This is an optimization exercise on Yosys and OpenROAD, whose aim is small area, a short achievable clock period and few clock cycles per item, not a production implementation. Function was checked by simulation only, so behaviour that the tests miss may differ from the original.

==> flow/design.v <==
package risc_constants;
    localparam int unsigned FN_W = 6;
    typedef logic [FN_W-1:0] alu_fn_t;
    localparam alu_fn_t alu_ADD    = 6'h00;
    localparam alu_fn_t alu_SUB    = 6'h01;
    localparam alu_fn_t alu_AND    = 6'h02;
    localparam alu_fn_t alu_OR     = 6'h03;
    localparam alu_fn_t alu_XOR    = 6'h04;
    localparam alu_fn_t alu_XNOR   = 6'h05;
    localparam alu_fn_t alu_A      = 6'h06;
    localparam alu_fn_t alu_SHL    = 6'h07;
    localparam alu_fn_t alu_SHR    = 6'h08;
    localparam alu_fn_t alu_SRA    = 6'h09;
    localparam alu_fn_t alu_CMPEQ  = 6'h0A;
    localparam alu_fn_t alu_CMPLT  = 6'h0B;
    localparam alu_fn_t alu_CMPLE  = 6'h0C;
    localparam alu_fn_t alu_MUL    = 6'h0D;
    localparam alu_fn_t alu_DIV    = 6'h0E;
    localparam alu_fn_t alu_CMPLTU = 6'h10;
    localparam alu_fn_t alu_REM    = 6'h11;
    typedef struct packed {
        logic div_zero;
        logic illegal_fn;
    } alu_flags_t;
endpackage
module alu_div_iter #(
    parameter int unsigned WIDTH = 32
) (
    input  logic             clk,
    input  logic             rst_n,
    input  logic             start,
    input  logic [WIDTH-1:0] dividend,
    input  logic [WIDTH-1:0] divisor,
    output logic             done,
    output logic [WIDTH-1:0] quotient,
    output logic [WIDTH-1:0] remainder
);
    localparam int unsigned CW = $clog2(WIDTH + 1);
    logic [WIDTH-1:0] rem_q, rem_d;
    logic [WIDTH-1:0] quo_q, quo_d;
    logic [WIDTH-1:0] dsr_q, dsr_d;
    logic [CW-1:0]    cnt_q, cnt_d;
    logic             busy_q, busy_d;
    logic             done_q, done_d;
    logic [WIDTH:0]   shifted;
    logic [WIDTH:0]   diff;
    always_ff @(posedge clk or negedge rst_n) begin
        if (!rst_n) begin
            rem_q  <= '0;
            quo_q  <= '0;
            dsr_q  <= '0;
            cnt_q  <= '0;
            busy_q <= 1'b0;
            done_q <= 1'b0;
        end else begin
            rem_q  <= rem_d;
            quo_q  <= quo_d;
            dsr_q  <= dsr_d;
            cnt_q  <= cnt_d;
            busy_q <= busy_d;
            done_q <= done_d;
        end
    end
    always_comb begin
        rem_d   = rem_q;
        quo_d   = quo_q;
        dsr_d   = dsr_q;
        cnt_d   = cnt_q;
        busy_d  = busy_q;
        done_d  = 1'b0;
        shifted = {rem_q, quo_q[WIDTH-1]};
        diff    = shifted - {1'b0, dsr_q};
        if (start) begin
            rem_d  = '0;
            quo_d  = dividend;
            dsr_d  = divisor;
            cnt_d  = CW'(WIDTH);
            busy_d = 1'b1;
        end else if (busy_q) begin
            if (cnt_q != '0) begin
                rem_d  = diff[WIDTH] ? shifted[WIDTH-1:0] : diff[WIDTH-1:0];
                quo_d  = {quo_q[WIDTH-2:0], ~diff[WIDTH]};
                cnt_d  = cnt_q - CW'(1);
                done_d = (cnt_q == CW'(1));
            end else begin
                busy_d = 1'b0;
            end
        end
    end
    assign done      = done_q;
    assign quotient  = quo_q;
    assign remainder = rem_q;
endmodule
module alu_mc
#(
    parameter int unsigned WIDTH  = 32,
    parameter int unsigned DIV_EN = 1
) (
    input  logic             clk,
    input  logic             rst_n,
    input  logic             in_valid,
    output logic             in_ready,
    input  logic [WIDTH-1:0] a,
    input  logic [WIDTH-1:0] b,
    input  logic [risc_constants::FN_W-1:0] fn,
    output logic             out_valid,
    input  logic             out_ready,
    output logic [WIDTH-1:0] result,
    output logic             div_zero,
    output logic             illegal_fn
);
    localparam int unsigned SHW    = $clog2(WIDTH);
    localparam bit          DIV_ON = (DIV_EN != 0);
    typedef enum logic [1:0] {IDLE, DIVIDE, HOLD} state_t;
    state_t           state_q, state_d;
    logic             out_valid_q, out_valid_d;
    logic [WIDTH-1:0] result_q, result_d;
    risc_constants::alu_flags_t       flags_q, flags_d;
    logic [WIDTH-1:0] a_q, a_d;
    logic             b_neg_q, b_neg_d;
    logic             b_zero_q, b_zero_d;
    logic             is_rem_q, is_rem_d;
    logic             accept;
    logic             is_div;
    logic             div_start;
    logic             div_done;
    logic [SHW-1:0]   shamt;
    logic [WIDTH-1:0] a_mag, b_mag;
    logic [WIDTH-1:0] quo_mag, rem_mag;
    logic [WIDTH-1:0] quo_s, rem_s;
    logic [WIDTH-1:0] div_res;
    logic [WIDTH-1:0] alu_res;
    logic             alu_legal;
    assign in_ready = (state_q == IDLE) && (!out_valid_q || out_ready);
    assign accept   = in_valid && in_ready;
    assign is_div   = DIV_ON && ((fn == risc_constants::alu_DIV) || (fn == risc_constants::alu_REM));
    assign shamt    = b[SHW-1:0];
    assign a_mag    = a[WIDTH-1] ? (WIDTH'(0) - a) : a;
    assign b_mag    = b[WIDTH-1] ? (WIDTH'(0) - b) : b;
    always_ff @(posedge clk or negedge rst_n) begin
        if (!rst_n) begin
            state_q     <= IDLE;
            out_valid_q <= 1'b0;
            result_q    <= '0;
            flags_q     <= '0;
            a_q         <= '0;
            b_neg_q     <= 1'b0;
            b_zero_q    <= 1'b0;
            is_rem_q    <= 1'b0;
        end else begin
            state_q     <= state_d;
            out_valid_q <= out_valid_d;
            result_q    <= result_d;
            flags_q     <= flags_d;
            a_q         <= a_d;
            b_neg_q     <= b_neg_d;
            b_zero_q    <= b_zero_d;
            is_rem_q    <= is_rem_d;
        end
    end
    always_comb begin
        alu_res   = '0;
        alu_legal = 1'b1;
        case (fn)
            risc_constants::alu_ADD:    alu_res = a + b;
            risc_constants::alu_SUB:    alu_res = a - b;
            risc_constants::alu_MUL:    alu_res = WIDTH'(a * b);
            risc_constants::alu_AND:    alu_res = a & b;
            risc_constants::alu_OR:     alu_res = a | b;
            risc_constants::alu_XOR:    alu_res = a ^ b;
            risc_constants::alu_XNOR:   alu_res = ~(a ^ b);
            risc_constants::alu_A:      alu_res = a;
            risc_constants::alu_SHL:    alu_res = a << shamt;
            risc_constants::alu_SHR:    alu_res = a >> shamt;
            risc_constants::alu_SRA:    alu_res = WIDTH'($signed(a) >>> shamt);
            risc_constants::alu_CMPEQ:  alu_res = WIDTH'(a == b);
            risc_constants::alu_CMPLT:  alu_res = WIDTH'($signed(a) < $signed(b));
            risc_constants::alu_CMPLTU: alu_res = WIDTH'(a < b);
            risc_constants::alu_CMPLE:  alu_res = WIDTH'($signed(a) <= $signed(b));
            default:    alu_legal = 1'b0;
        endcase
    end
    always_comb begin
        quo_s = (a_q[WIDTH-1] ^ b_neg_q) ? (WIDTH'(0) - quo_mag) : quo_mag;
        rem_s = a_q[WIDTH-1] ? (WIDTH'(0) - rem_mag) : rem_mag;
        if (b_zero_q) begin
            div_res = is_rem_q ? a_q : '1;
        end else begin
            div_res = is_rem_q ? rem_s : quo_s;
        end
    end
    always_comb begin
        state_d     = state_q;
        out_valid_d = out_valid_q;
        result_d    = result_q;
        flags_d     = flags_q;
        a_d         = a_q;
        b_neg_d     = b_neg_q;
        b_zero_d    = b_zero_q;
        is_rem_d    = is_rem_q;
        div_start   = 1'b0;
        case (state_q)
            IDLE: begin
                if (out_valid_q && out_ready) begin
                    out_valid_d = 1'b0;
                end
                if (accept) begin
                    if (is_div) begin
                        state_d   = DIVIDE;
                        div_start = 1'b1;
                        a_d       = a;
                        b_neg_d   = b[WIDTH-1];
                        b_zero_d  = (b == '0);
                        is_rem_d  = (fn == risc_constants::alu_REM);
                    end else begin
                        out_valid_d        = 1'b1;
                        result_d           = alu_res;
                        flags_d.div_zero   = 1'b0;
                        flags_d.illegal_fn = !alu_legal;
                    end
                end
            end
            DIVIDE: begin
                if (div_done) begin
                    state_d            = HOLD;
                    out_valid_d        = 1'b1;
                    result_d           = div_res;
                    flags_d.div_zero   = b_zero_q;
                    flags_d.illegal_fn = 1'b0;
                end
            end
            HOLD: begin
                if (out_ready) begin
                    state_d     = IDLE;
                    out_valid_d = 1'b0;
                end
            end
            default: state_d = IDLE;
        endcase
    end
    generate
        if (DIV_ON) begin : g_div
            alu_div_iter #(.WIDTH(WIDTH)) u_div (
                .clk       (clk),
                .rst_n     (rst_n),
                .start     (div_start),
                .dividend  (a_mag),
                .divisor   (b_mag),
                .done      (div_done),
                .quotient  (quo_mag),
                .remainder (rem_mag)
            );
        end else begin : g_no_div
            assign div_done = 1'b0;
            assign quo_mag  = '0;
            assign rem_mag  = '0;
        end
    endgenerate
    assign out_valid  = out_valid_q;
    assign result     = result_q;
    assign div_zero   = flags_q.div_zero;
    assign illegal_fn = flags_q.illegal_fn;
endmodule
==> flow/run.sh <==
#!/bin/bash
# synth_recipe.tcl (not shown) runs the flow's synth.tcl, then flattens the netlist and writes it again
# the make line also repeats each setting of config.mk as NAME=value (left out here)
make -C /OpenROAD-flow-scripts/flow DESIGN_CONFIG=/design/flow/config.mk WORK_HOME=/design/flow/orfs CLKGATE_MAP_FILE= SYNTH_SCRIPT=/design/flow/synth_recipe.tcl finish
==> flow/config.mk <==
export PLATFORM = sky130hd
export DESIGN_NAME = alu_mc
export DESIGN_NICKNAME = alu_mc
export VERILOG_FILES = /design/flow/design.v
export SDC_FILE = /design/flow/constraint.sdc
export NUM_CORES = 4
export LEC_CHECK = 0
export CAP_MARGIN = 20
export CORE_MARGIN = 2
export CORE_UTILIZATION = 40
export SLEW_MARGIN = 20
==> flow/constraint.sdc <==
create_clock -name core_clock -period 9.0 [get_ports {clk}]
set_input_delay 1.8000 -clock core_clock [delete_from_list [all_inputs] [get_ports {clk}]]
set_output_delay 1.8000 -clock core_clock [all_outputs]
set_load 0.01 [all_outputs]
==> results.tsv <==
metric	value	unit
Post-Synthesis Cell Area	36300	sq um
Setup crit end kind	flip-flop	
asr flop ratio synth	1.00	
Post-synth EDFFs	0	
# IOs	110	
worst reg-to-reg setup slack	4.87	ns
Syn Nets	5341	
Hold EP	a_q[8]	
PortBufs	109	
element type at the critical path start	input pin	
antenna violations before repair	9	
Die H	305	microns
hold depth	2	
CTS tree	built	
Arr. time, crit path	9.11	ns
synth cell count leaders	nor2_1 (636), nand2_1 (534), inv_1 (510)	
most area-consuming cells after synthesis	fa_1 (23%), dfrtp_1 (12%), ha_1 (9.1%), nor2_1 (6.6%), nand2_1 (5.5%)	
Final Skew	0.0181	ns
number of distinct library cells after synthesis	83	
Post-DRT Antenna Nets	0	
Max Cap Viol	0	
Root Driver	clkbuf_16	
# diodes	0	
vias in the first global route	36000	
min-delay src	a_q[8]	
fmax	114	MHz
Clock Tree Buf Depth	2	
GP Congestion	1.05	
final setup TNS	0	ns
Final #Nets	5577	
Rows	110	
CP Max Fanout	7	
DRC violations left	0	
area leader, netlist	fa_1	
drt initial violations	4945	
period utilization	0.976	
most frequent cell after synthesis	nor2_1	
synthesized flop and latch total	176	
Synth Area per Inst	7.90	sq um
Reg-to-Reg End	result_q[31]	
total number of H-tree levels	4	
Max-slew headroom	0.219	
fin crit period	8.78	ns
crit path buf inv count	9	
Placed Instances	5983	
worst r2r path cells	9	
sequential fraction of the synthesis area	0.121	
core box area	90000	sq um
Initial Util	0.403	
run status	no timing/DRC/antenna violations	
Die X	305	microns
global route overflow	0	
critical path class	input pin to flip-flop	
worst skew pair latency	0.48	ns
Num CTS Buffers	17	
Tot GR Track Use	0.382	
DP Wirelength	144000	microns
first-pass GRT wire length	259000	microns
Synth Instances	4593	
fin cells	6016	
synth warn	2	
layout cells sized above 1	0.129	
Final setup violation count	0	
P&R area growth vs syn	15.8	%
largest net degree at the start of global routing	136	
Util after Layout	0.467	
CP required	9.33	ns
Vias	37100	
Tightest Pin Transition	1.17	ns
Post-synth top flop	dfrtp_1	
Synth top area share	0.227	
CP most frequent cell	fa_1	
CTS clk-pin slew, worst paths	0.07	ns
die area	93200	sq um
Hold WC Path Type	flip-flop to flip-flop	
Final Hold Viols	0	
Hold Buf Count CTS	0	
vias per cell	6.17	
delay-heaviest family, CP	adder cells	
CP max stage delay	0.58	ns
clk sink count	176	
slowest stage cell, crit path	fa_1	
Routed WL	180000	microns
Pre-antenna DRT Iters	6	
origin of the critical flop-to-flop path	g_div.u_div.rem_q[13]	
Pins Over Slew Limit	0	
DR WL/cell	29.9	microns
CP startpoint	a[12]	
[per-stage QoR]
stage               hold slack [ns]  cell area, sq um  setup WS [ns]
floorplan                     0.445             36300         0.0394
global placement              0.457             41200         -0.755
detailed placement            0.466             41200         -0.784
CTS                           0.482             41800         0.0138
global route                  0.506             42000        -0.0266
finish                        0.474             42000          0.220
[metal layers]
| metal | global-route usage | up-vias | share of wire |
|---|---|---|---|
| met5 | 0 | - | 0.00032 |
| met4 | 0.185 | 8 | 0.059 |
| met3 | 0.0834 | 423 | 0.11 |
| met2 | 0.561 | 2326 | 0.42 |
| met1 | 0.533 | 18500 | 0.41 |
| li1 | - | 15900 | - |
[flip-flops by register name (all words and copies together) (netlist names)]
| name | count |
|---|---|
| flags_q | 2 |
| g_div.u_div.done_q | 1 |
| is_rem_q | 1 |
| state_q | 2 |
| g_div.u_div.rem_q | 32 |
| out_valid_q | 1 |
| g_div.u_div.busy_q | 1 |
| g_div.u_div.cnt_q | 6 |
| result_q | 32 |
| b_neg_q | 1 |
| a_q | 32 |
| g_div.u_div.dsr_q | 32 |
| g_div.u_div.quo_q | 32 |
| b_zero_q | 1 |
[repair_timing]
item,CTS,global route
endpoints found under the setup margin,6,10
setup buffers,2,1
pin swaps,0,17
gates cloned,0,0
gates resized for setup,7,49
[how the worst max path moves through the flow]
stage / end / slack, ns / cells past startpoint
6_report: result_q[27] / 0.22 / 26
5_1_grt: result_q[29] / -0.03 / 27
4_1_cts: result_q[31] / 0.01 / 27
3_5_place_dp: result_q[28] / -0.78 / 28
3_3_place_gp: result_q[28] / -0.76 / 28
2_1_floorplan: result_q[29] / 0.04 / 30
[layout make-up]
| class | count | area (sq um) |
|---|---|---|
| Inverter | 533 | 2010 |
| Clock buffer | 17 | 425 |
| Multi-Input combinational cell | 3566 | 29000 |
| Tap cell | 1176 | 1470 |
| Clock inverter | 13 | 131 |
| Fill cell | 8968 | 48000 |
| Sequential cell | 176 | 4400 |
| Timing Repair Buffer | 535 | 4600 |
[cells by family after synthesis]
group,synth area share
AOI/OAI and AO/OA,0.181
xor gates and xnor gates,0.0596
adders and majority gates,0.317
buffers and inverters,0.0883
DFF,0.121
muxes,0.0571
and+or+nand+nor,0.175
[layout by cell type, fill, tap and decap left out, types with 11 or more instances in the layout]
master           synthesis  routed
nand3_1                 44      44
a221o_1                 12      12
a221oi_1                31      31
a21oi_1                239     235
nand2_1                534     530
and3_1                  18      18
mux2i_1                 64      63
ha_1                   263     259
nand4_1                 23      23
a22oi_1                 20      19
o211ai_1                21      21
clkinv_1                19      18
o221ai_1                36      36
nand2b_1                30      29
o21ai_0                304     295
o21bai_1                19      19
inv_1                  510     503
a211oi_1                34      33
nor4_1                  22      18
or4_1                   13      13
nor2b_1                 30      29
a31oi_1                 72      72
xor2_1                  54      54
nor3_1                  55      50
clkdlybuf4s50_1          0      99
mux4_2                  59      59
buf_4                    0     401
a21o_1                  35      35
o21a_1                  17      16
clkbuf_16                0      17
nor2_1                 636     626
dfrtp_1                176     176
o2111ai_1               12      11
o31ai_1                 37      35
xnor2_1                193     193
fa_1                   411     411
or3_1                   22      22
o22ai_1                 25      25
o41ai_1                 20      19
buf_12                   0      26
[tightest hold or removal path, delay by kind of cell (launching register included)]
family	cells	cell delay, ns
DFF	1	0.34
and+or+nand+nor	1	0.04
AOI/OAI and AO/OA	1	0.05
Testbench counts, summed over its fixed seeds: cycles 492,664, ops 160,000.

## what the ideal ports hide
The flow's constraints put no driver on any port. The routed layout listed below was extracted and timed again, unchanged, in two steps. Step 1 sets driving cells, clkbuf_16 on the clock port and buf_2 on the other inputs (assumed; they add their load-dependent delay and slew). Step 2 times the ports against the registers' clock, not the clock port: input delays grow and output delays shrink by t, the midpoint of the rising clock arrivals with the driver on. a / b / c = ideal ports / drivers / drivers and shift; a / b = the first two.
t, ns: 0.530
setup slack, ns: 0.220 / 0.257 / -0.273
hold WS [ns]: 0.474 / 0.474 / 0.474
worst register clock-pin slew, ns: 0.09 / 0.09
With both steps, setup timing fails in this run, where it was met with ideal ports. For this run, drivers alone change the setup slack by +0.037 ns; drivers and shift together by -0.493 ns.
